This design comes from an exercise in tuning for small area, a short achievable clock period and few clock cycles per item on the open sky130 flow, not from production work. At most, simulation tests tie the RTL to the original design; equivalence was not proved.

## multDivUnit
module multDivUnit (
  input  logic        clk,
  input  logic        reset,
  input  logic [2:0]  reqOp,
  input  logic [31:0] reqLOp,
  input  logic [31:0] reqROp,
  input  logic        reqValid,
  output logic        reqCredit,
  output logic [31:0] respResult,
  output logic        respDivByZero,
  output logic        respDivOverflow,
  output logic        respValid,
  input  logic        respCredit
);
For scale: ~1,900 cells after synthesis, ~130 flip-flops, roughly 110 I/O pins.
==> flow/config.mk <==
export PLATFORM = sky130hd
export DESIGN_NAME = multDivUnit
export DESIGN_NICKNAME = multDivUnit
export VERILOG_FILES = /design/flow/design.v
export SDC_FILE = /design/flow/constraint.sdc
export NUM_CORES = 4
export LEC_CHECK = 0
export CAP_MARGIN = 20
export CORE_MARGIN = 2
export CORE_UTILIZATION = 40
export CTS_BUF_LIST = sky130_fd_sc_hd__clkbuf_8
export SETUP_SLACK_MARGIN = 1.5
export SLEW_MARGIN = 20
==> flow/constraint.sdc <==
create_clock -name core_clock -period 6.0 [get_ports {clk}]
set_input_delay 1.2000 -clock core_clock [delete_from_list [all_inputs] [get_ports {clk}]]
set_output_delay 1.2000 -clock core_clock [all_outputs]
set_load 0.01 [all_outputs]
standard.sh (not shown) runs the stock make flow with config.mk's settings and CLKGATE_MAP_FILE= SYNTH_SCRIPT=/design/flow/synth_recipe.tcl, a recipe that flattens the netlist after the stock synthesis.
==> flow/flow/run.sh <==
#!/bin/bash
set -o pipefail
export BUFFER_PORTS_ARGS="-buffer_cell sky130_fd_sc_hd__buf_1"
bash standard.sh > standard.log 2>&1
The first run produced a clean layout.
Testbench counts at the start, summed over its fixed seeds: cycles 34,639, ops 3,200.
==> next run, changes <==
CORE_UTILIZATION = 50   (was 40)
CTS_BUF_LIST = unset   (was sky130_fd_sc_hd__clkbuf_8)
What happened:
- The new run finished with timing, DRC and antenna clean
- global-route usage climbs by 7.8 points
- sequential share of layout area barely changes
- final area hardly moves
- first-iteration DRC count grows by a few percent
- wire length goes down slightly
- non-clock buffer count does not change
- via count increases slightly
- hold slack got worse by 0.052 ns
==> next run, changes <==
ABC_AREA = 1   (was unset)
CORE_UTILIZATION = 40   (was 50)
Clock skew barely changes.
Die area increases by 26%.
Register-to-register slack improved by 0.04 ns.
Final area is higher by 2.3%.
Sequential cell count is unchanged.
Via count goes up by 1.8%.
Cell count went up by 18%.
Utilization fell by 11 points.
Area after synthesis came out higher by 1.0%.
==> next run, changes <==
ABC_AREA = unset   (was 1)
What happened:
- final cell count came out lower by 13%
- via count falls by 2.5%
- critical path depth shrinks by 6
- wire length is lower by about 3.8%
- clock skew stays flat
- register-to-register slack is about the same

* * *

== pepper ==
multDivUnit again, from the RTL that the note above started with.
==> flow/design.v (excerpt) <==
module multDivUnit (
  input  logic        clk,
  input  logic        reset,
  input  logic [2:0]  reqOp,
  input  logic [31:0] reqLOp,
  input  logic [31:0] reqROp,
  input  logic        reqValid,
  output logic        reqCredit,
  output logic [31:0] respResult,
  output logic        respDivByZero,
  output logic        respDivOverflow,
  output logic        respValid,
  input  logic        respCredit
);
Settings: LEC_CHECK=0, CAP_MARGIN=20, CORE_MARGIN=2, CORE_UTILIZATION=40, CTS_BUF_LIST=sky130_fd_sc_hd__clkbuf_8, PLACE_DENSITY=0.75, SETUP_SLACK_MARGIN=1.5, SLEW_MARGIN=20; clock period 6.0 ns.
Scripts as last shown in full above: flow/flow/run.sh
Testbench counts of pepper, summed over its fixed seeds: cycles 34,639, ops 3,200.
[inputs] harbor vs pepper
# pepper
export LEC_CHECK = 0
export CAP_MARGIN = 20
export CORE_MARGIN = 2
export CORE_UTILIZATION = 40
export CTS_BUF_LIST = sky130_fd_sc_hd__clkbuf_8
export PLACE_DENSITY = 0.75
export SETUP_SLACK_MARGIN = 1.5
export SLEW_MARGIN = 20
create_clock -name core_clock -period 6.0 [get_ports {clk}]
# harbor
export LEC_CHECK = 0
export CAP_MARGIN = 20
export CORE_MARGIN = 2
export CORE_UTILIZATION = 40
export SETUP_SLACK_MARGIN = 1.8
export SLEW_MARGIN = 20
create_clock -name core_clock -period 6.0 [get_ports {clk}]
### Flow results
- harbor -> pepper: number of storage elements in the synthesis netlist delta 0, exact match
- As far as share of synthesized cell area in full adder, half adder and majority cells goes, harbor and pepper are indistinguishable; the numbers are identical.
- Going from pepper to harbor, final critical-path setup slack rose by 0.16 ns, fraction of area in registers went down 1.2 points.
> inputs changed (harbor -> sierra)
# harbor
export LEC_CHECK = 0
export CAP_MARGIN = 20
export CORE_MARGIN = 2
export CORE_UTILIZATION = 40
export SETUP_SLACK_MARGIN = 1.8
export SLEW_MARGIN = 20
create_clock -name core_clock -period 6.0 [get_ports {clk}]
# sierra
export LEC_CHECK = 0
export CAP_MARGIN = 20
export CORE_MARGIN = 2
export CORE_UTILIZATION = 40
export CTS_BUF_LIST = sky130_fd_sc_hd__clkbuf_8
export SETUP_SLACK_MARGIN = 1.7
export SLEW_MARGIN = 20
create_clock -name core_clock -period 6.0 [get_ports {clk}]
## What came out
Compared to harbor, sierra has clock-buffer cell count 1 lower.
Compared with harbor, sierra degrades maximum frequency.
Delta (sierra minus harbor): clock edge transition at the registers on the reported setup and hold paths increased 0.02 ns; worst setup slack lost 0.048 ns; number of standard cells in the layout, taps in and fillers out has decreased; routed wire length per instance roughly the same; tightest slew margin relative to the limit grew by 1.1 points.
Compared with harbor, sierra shows a lower via count of the first global-routing pass.
Reported for sierra and harbor, die area turned out identical to the last digit.

* * *

multDivUnit, a different RTL version from the one above (not shown whole).
For scale: roughly 15,000 um^2 of cells after synthesis.
make LEC_CHECK=0 CAP_MARGIN=20 CORE_MARGIN=2 CORE_UTILIZATION=40 SETUP_SLACK_MARGIN=2 SLEW_MARGIN=20 finish   # period 6.0 ns
run.sh (not shown) runs the stock make flow with config.mk's settings and CLKGATE_MAP_FILE= SYNTH_SCRIPT=/design/flow/synth_recipe.tcl, a recipe that flattens the netlist after the stock synthesis.
Stock flow here: none of the scripts above is used.
Edit:
Settings changed: SETUP_SLACK_MARGIN 2 to 1.5.
The changed run went through all stages and came out clean.
Non-clock buffer count goes down by 55.
Core utilization falls by 2.4 points.
Wire length is lower by 2.4%.
Cell area shrinks by 4.8%.
Fmax decreases by 2.4%.
Global-route usage fell by 0.60 points.
First-iteration DRC count decreases by 0.84%.
Synthesized area does not change.
Worst hold slack improves by 0.019 ns.
Edit:
==> flow/flow/run.sh (new file) <==
#!/bin/bash
set -o pipefail
export BUFFER_PORTS_ARGS="-buffer_cell sky130_fd_sc_hd__buf_1"
bash standard.sh > standard.log 2>&1
==> flow/standard.sh (new file) <==
#!/bin/bash
# synth_recipe.tcl (not shown) runs the flow's synth.tcl, then flattens the netlist and writes it again
# the make line also repeats each setting of config.mk as NAME=value (left out here)
make -C /OpenROAD-flow-scripts/flow DESIGN_CONFIG=/design/flow/config.mk WORK_HOME=/design/flow/orfs CLKGATE_MAP_FILE= SYNTH_SCRIPT=/design/flow/synth_recipe.tcl "${@:-finish}"
removed: flow/run.sh
The changed run passed the timing, design-rule and antenna checks; routed wire length goes down by a few percent; final cell count hardly moves; cell area goes down by a few percent; fmax goes up slightly; clock-buffer cell count goes down by 1; via count goes down slightly; worst setup slack gains 0.053 ns; core utilization goes down by 2.6 points.
No run of this note included a check of the RTL's function; only the layout flow was run.

* * *

## run 3
multDivUnit, a different RTL version from the one above (not shown whole).
For scale: roughly 1600 cells after synthesis, roughly 120 flip-flops, roughly 110 I/O pins, about 0.013 mm² of cells after synthesis.
clock: 6.0 ns
lec_check: 0
cap_margin: 20
core_margin: 2
core_utilization: 40
slew_margin: 20
Stock flow here: none of the scripts above is used.
Testbench counts of run 3, summed over its fixed seeds: cycles 46,815, ops 3,200.
Modified inputs, run 2 compared to run 3
- putting ABC_CLOCK_PERIOD_IN_PS at 3000 where nothing was set
- putting SETUP_SLACK_MARGIN at 2.0 where nothing was set
What run 2 reported for post-route cell area has to be multiplied by 0.821 to get the figure for run 3.
Run 2 vs. run 3: post-CTS repair timing setup buffer count went up by 112.
Number of setup violations in the final report came out exactly the same in run 2 and run 3.
On post-cts repair resize count, the higher figure sits with run 2, not run 3.
Comparing run 2 and run 3, the higher critical path depth is on run 2.
Looking at critical path capture point, the respResult[30] result is from run 3; the A[30] one comes from run 2.
[compare] base=run 3 new=run 2: global-route usage grew by 2.5 points, area of placed instances has increased.

* * *

multDivUnit, a different RTL version from the one above (not shown whole).
Size: ~1,800 cells after synthesis, roughly 110 I/O pins.
Settings: LEC_CHECK=0, CAP_MARGIN=20, CORE_MARGIN=2, CORE_UTILIZATION=40, SETUP_SLACK_MARGIN=1.5, SLEW_MARGIN=20; clock period 6.0 ns.
Change:
- SETUP_SLACK_MARGIN: 1.5 -> 2
The changed run finished clean.
Clock skew hardly moves.
Final area went up by 4.1%.
Cell count goes up by 1.5%.
Non-clock buffer count rose by 36.
Count of clock-buffer cells in the layout stays the same.
Hold slack got worse by 0.020 ns.
Function was not checked in any run of this note: the RTL went through the layout flow alone.

* * *

Another version of the RTL of multDivUnit (not shown whole).
Size: about 1900 cells after synthesis, ~130 flip-flops, roughly 110 I/O pins.
Settings: LEC_CHECK=0, CAP_MARGIN=20, CORE_MARGIN=2, CORE_UTILIZATION=40, SETUP_SLACK_MARGIN=1.5, SLEW_MARGIN=20, TNS_END_PERCENT=10; clock period 6.0 ns.
Next try:
- SETUP_SLACK_MARGIN: 1.5 -> 2
- TNS_END_PERCENT: 10 -> default
Effect: The changed run finished clean; global-route usage increases by 0.73 points; worst setup slack gains 75 ps; synthesized area does not change; cell area increases by 8.6%; via count increases by about 3.5%; maximum frequency increases by about 1.7%; routed wire length increases by 4.2%.
Next try:
- SETUP_SLACK_MARGIN: 2 -> 1.5
Effect:
- The changed run finished clean
- routed wire length goes down by a few percent
- setup slack degrades by 54 ps
- final area shrinks by a little under a tenth
- fmax shrinks slightly
- non-clock buffer count is lower by 68
- utilization goes down by 3.6 points
- synthesized cell count does not change
Next try:
- SETUP_SLACK_MARGIN: 1.5 -> 2.5
- wire length climbs by 3.4%
- cell area climbs by 9.4%
- first-iteration DRC count climbs by 13%
- final cell count climbs by 2.9%
- count of clock-buffer cells in the layout drops by 8
- via count climbs by 3.4%
- setup slack gains 42 ps
- die area does not change
Function was not checked in any run of this note: the RTL went through the layout flow alone.

* * *

RTL: one of the versions met above, not the one the previous note started from.
Size: ~110 I/O pins, roughly 15000 um2 of cells after synthesis.
==> flow/config.mk <==
export PLATFORM = sky130hd
export DESIGN_NAME = multDivUnit
export DESIGN_NICKNAME = multDivUnit
export VERILOG_FILES = /design/flow/design.v
export SDC_FILE = /design/flow/constraint.sdc
export NUM_CORES = 4
export LEC_CHECK = 0
export CAP_MARGIN = 20
export CORE_MARGIN = 2
export CORE_UTILIZATION = 40
export CTS_BUF_LIST = sky130_fd_sc_hd__clkbuf_8
export SETUP_SLACK_MARGIN = 1.5
export SLEW_MARGIN = 20
==> flow/constraint.sdc <==
create_clock -name core_clock -period 6.0 [get_ports {clk}]
set_input_delay 1.2000 -clock core_clock [delete_from_list [all_inputs] [get_ports {clk}]]
set_output_delay 1.2000 -clock core_clock [all_outputs]
set_load 0.01 [all_outputs]
standard.sh (not shown) runs the stock make flow with config.mk's settings and CLKGATE_MAP_FILE= SYNTH_SCRIPT=/design/flow/synth_recipe.tcl, a recipe that flattens the netlist after the stock synthesis.
==> flow/flow/run.sh <==
#!/bin/bash
# Layout flow: the standard flow (standard.sh) with two changes.
#  1. After the standard synthesis, the combinational logic is mapped again
#     by ABC for delay (flow/abc_fast.script). The flip-flops are left as
#     the standard synthesis made them (same cells, same names), and the
#     netlist is finished like the standard one (tie cells, buffered
#     pass-through wires).
#  2. The port buffers placed before global placement are the smallest
#     buffer cell instead of the tool's default pick. Every port still gets
#     one.
# Each tool's output goes to a log file of its own in this folder.
set -euo pipefail
export BUFFER_PORTS_ARGS="-buffer_cell sky130_fd_sc_hd__buf_1"
RES=orfs/results/sky130hd/multDivUnit/base
LOGS=orfs/logs/sky130hd/multDivUnit/base
LIB=$FLOW_HOME/platforms/sky130hd/lib/sky130_fd_sc_hd__tt_025C_1v80.lib
YOSYS=$FLOW_HOME/../tools/install/yosys/bin/yosys
[[ -x $YOSYS ]] || YOSYS=yosys
DELAY_PS=2500

# 1. standard synthesis
bash standard.sh synth > synth.log 2>&1
cp $RES/1_2_yosys.v remap_in.v

# only the flip-flop cells that flow/stubs.v describes may appear
SEQ=$(grep -oE "^\s*sky130_fd_sc_hd__\w+" remap_in.v | sort -u | grep -E "__(e?dfx|df[rsb]|sdf|dl[xr]|dlclkp)" | tr -d ' ' | tr '\n' ' ')
for c in $SEQ; do
  grep -q "module $c " flow/stubs.v || { echo "unexpected sequential cell $c" >&2; exit 1; }
done
# the platform's don't-use cells, as the standard synthesis passed them to ABC
DONT_USE=$(grep -m1 -oE "^abc -script .*" $LOGS/1_2_yosys.log | grep -oE -- "-dont_use [^ ]+" | tr '\n' ' ')
sed "s/{D}/$DELAY_PS/g" flow/abc_fast.script > abc_fast.script
cat > remap.ys <<EOT
read_liberty -ignore_miss_func $LIB
delete $SEQ
read_verilog flow/stubs.v
read_verilog remap_in.v
hierarchy -top multDivUnit
flatten
opt_clean -purge
abc -liberty $LIB $DONT_USE -D $DELAY_PS -script abc_fast.script
read_liberty -lib -ignore_redef $LIB
setundef -zero
splitnets
opt_clean -purge
hilomap -singleton -hicell sky130_fd_sc_hd__conb_1 HI -locell sky130_fd_sc_hd__conb_1 LO
insbuf -buf sky130_fd_sc_hd__buf_4 A X
check -assert -mapped
stat -liberty $LIB
write_verilog -noattr -nohex -nodec remapped.v
EOT
$YOSYS -s remap.ys > remap.log 2>&1
# the flip-flops must be the standard synthesis's, cell for cell and name for name
diff <(grep -oE "sky130_fd_sc_hd__(e?dfx|df[rsb]|sdf|dl[xr]|dlclkp)\w* \S+" remap_in.v | sort) \
     <(grep -oE "sky130_fd_sc_hd__(e?dfx|df[rsb]|sdf|dl[xr]|dlclkp)\w* \S+" remapped.v | sort) > ff_diff.txt
cp remapped.v $RES/1_2_yosys.v
rm -f $RES/1_synth.odb $RES/1_synth.sdc

# 2. the rest of the standard flow on the remapped netlist
bash standard.sh finish > layout.log 2>&1
Other scripts of this flow, unchanged in this note and not shown: flow/flow/abc_fast.script, flow/flow/stubs.v
Testbench counts at the start, summed over its fixed seeds: cycles 34,639, ops 3,200.
Then changed:
--- a/flow/flow/run.sh
+++ b/flow/flow/run.sh
@@ -19 +19 @@
-DELAY_PS=2500
+DELAY_PS=3000
@@ -41 +41 @@
-abc -liberty $LIB $DONT_USE -D $DELAY_PS -script abc_fast.script
+abc -liberty $LIB $DONT_USE -D $DELAY_PS
Clock-buffer cell count is unchanged.
Routed wire length fell by 7.1%.
Global-route usage rose by 0.29 points.
Setup slack degrades by 0.47 ns.
Then changed:
--- a/flow/flow/run.sh
+++ b/flow/flow/run.sh
@@ -19 +19 @@
-DELAY_PS=3000
+DELAY_PS=3500
@@ -41 +41 @@
-abc -liberty $LIB $DONT_USE -D $DELAY_PS
+abc -liberty $LIB $DONT_USE -D $DELAY_PS -script abc_fast.script
Routed wire length rose by 6.3%.
Critical path depth climbs by 11.
Global-route usage fell by 0.53 points.
Then changed:
--- a/flow/flow/run.sh
+++ b/flow/flow/run.sh
@@ -19 +19 @@
-DELAY_PS=3500
+DELAY_PS=3000
SETUP_SLACK_MARGIN = 1.25   (was 1.5)
The changed run went through all stages and came out clean.
Core utilization goes down by 1.6 points.
Worst setup slack gets worse by 0.033 ns.
Global-route usage goes down by 0.39 points.
Routed wire length goes down slightly.
Then changed:
--- a/flow/flow/run.sh
+++ b/flow/flow/run.sh
@@ -26 +26 @@
-SEQ=$(grep -oE "^\s*sky130_fd_sc_hd__\w+" remap_in.v | sort -u | grep -E "__(e?dfx|df[rsb]|sdf|dl[xr]|dlclkp)" | tr -d ' ' | tr '\n' ' ')
+SEQ=$(grep -oE "^\s*sky130_fd_sc_hd__\w+" remap_in.v | sort -u | grep -E "__(e?s?df|dl|sdl)" | tr -d ' ' | tr '\n' ' ')
@@ -54,2 +54,2 @@
-diff <(grep -oE "sky130_fd_sc_hd__(e?dfx|df[rsb]|sdf|dl[xr]|dlclkp)\w* \S+" remap_in.v | sort) \
-     <(grep -oE "sky130_fd_sc_hd__(e?dfx|df[rsb]|sdf|dl[xr]|dlclkp)\w* \S+" remapped.v | sort) > ff_diff.txt
+diff <(grep -oE "sky130_fd_sc_hd__(e?s?df|dl)\w* \S+" remap_in.v | sort) \
+     <(grep -oE "sky130_fd_sc_hd__(e?s?df|dl)\w* \S+" remapped.v | sort) > ff_diff.txt
SETUP_SLACK_MARGIN = 1.5   (was 1.25)
Outcome:
- The changed run produced a clean layout
- cell area climbs by 0.95%
- routed wire length hardly moves
- worst hold slack hardly moves
- register-to-register slack improves by 0.18 ns
- clock skew climbs by 0.0047 ns
- synthesized cell count does not change

[re-timing with driven ports]
In the flow no input, the clock included, has a driving cell. The finished layouts below were timed again as built, in two steps. Step 1 sets driving cells, clkbuf_16 on the clock port and buf_2 on the other inputs (assumed; they add their load-dependent delay and slew). Step 2 also shifts input and output timing later by t, the mid clock arrival at the registers, as if the neighbouring blocks saw the same clock. Slacks: ideal / step 1 / step 2; pairs: ideal / step 1.
| run | t, ns | setup slack, ns | hold WS [ns] | cell pins on the clock port's net |
|---|---|---|---|---|
| the first run of note 1 | 0.538 | 1.621 / 1.621 / 1.205 | 0.647 / 0.647 / 0.647 | 1 |
| the second run of note 1 | 0.488 | 1.652 / 1.652 / 1.248 | 0.595 / 0.595 / 0.595 | 1 |
| the third run of note 1 | 0.506 | 1.691 / 1.691 / 1.419 | 0.553 / 0.553 / 0.553 | 1 |
| the fourth run of note 1 | 0.504 | 1.692 / 1.695 / 1.220 | 0.641 / 0.641 / 0.641 | 1 |
| pepper | 0.523 | 1.639 / 1.639 / 1.477 | 0.649 / 0.649 / 0.649 | 1 |
| harbor | 0.502 | 1.797 / 1.797 / 1.462 | 0.640 / 0.640 / 0.640 | 1 |
| sierra | 0.542 | 1.749 / 1.749 / 1.466 | 0.646 / 0.646 / 0.646 | 1 |
| the first run of note 3 | 0.494 | 1.682 / 1.682 / 1.577 | 0.628 / 0.628 / 0.628 | 1 |
| the second run of note 3 | 0.494 | 1.576 / 1.576 / 1.208 | 0.647 / 0.647 / 0.647 | 1 |
| the third run of note 3 | 0.500 | 1.629 / 1.629 / 1.391 | 0.657 / 0.657 / 0.657 | 1 |
| run 3 | 0.480 | 0.312 / 0.268 / 0.684 | 0.614 / 0.614 / 0.614 | 1 |
| run 2 | 0.476 | 1.337 / 1.294 / 1.264 | 0.606 / 0.606 / 0.606 | 1 |
| the first run of note 5 | 0.496 | 0.531 / 0.564 / 0.068 | 0.630 / 0.630 / 0.630 | 1 |
| the second run of note 5 | 0.486 | 0.652 / 0.664 / 0.177 | 0.610 / 0.610 / 0.610 | 1 |
| the first run of note 6 | 0.497 | 1.470 / 1.470 / 1.249 | 0.638 / 0.638 / 0.638 | 1 |
| the second run of note 6 | 0.505 | 1.545 / 1.545 / 1.545 | 0.623 / 0.623 / 0.623 | 1 |
| the third run of note 6 | 0.495 | 1.491 / 1.491 / 1.243 | 0.647 / 0.647 / 0.647 | 1 |
| the fourth run of note 6 | 0.498 | 1.533 / 1.533 / 1.533 | 0.613 / 0.613 / 0.613 | 1 |
| the first run of note 7 | 0.532 | 1.747 / 1.747 / 1.272 | 0.602 / 0.602 / 0.602 | 1 |
| the second run of note 7 | 0.547 | 1.274 / 1.274 / 1.274 | 0.645 / 0.645 / 0.645 | 1 |
| the third run of note 7 | 0.542 | 1.613 / 1.613 / 1.306 | 0.636 / 0.636 / 0.636 | 1 |
| the fourth run of note 7 | 0.540 | 1.579 / 1.579 / 1.297 | 0.632 / 0.632 / 0.632 | 1 |
| the fifth run of note 7 | 0.546 | 1.762 / 1.762 / 1.315 | 0.632 / 0.632 / 0.632 | 1 |
After both steps every run listed still meets setup and hold.
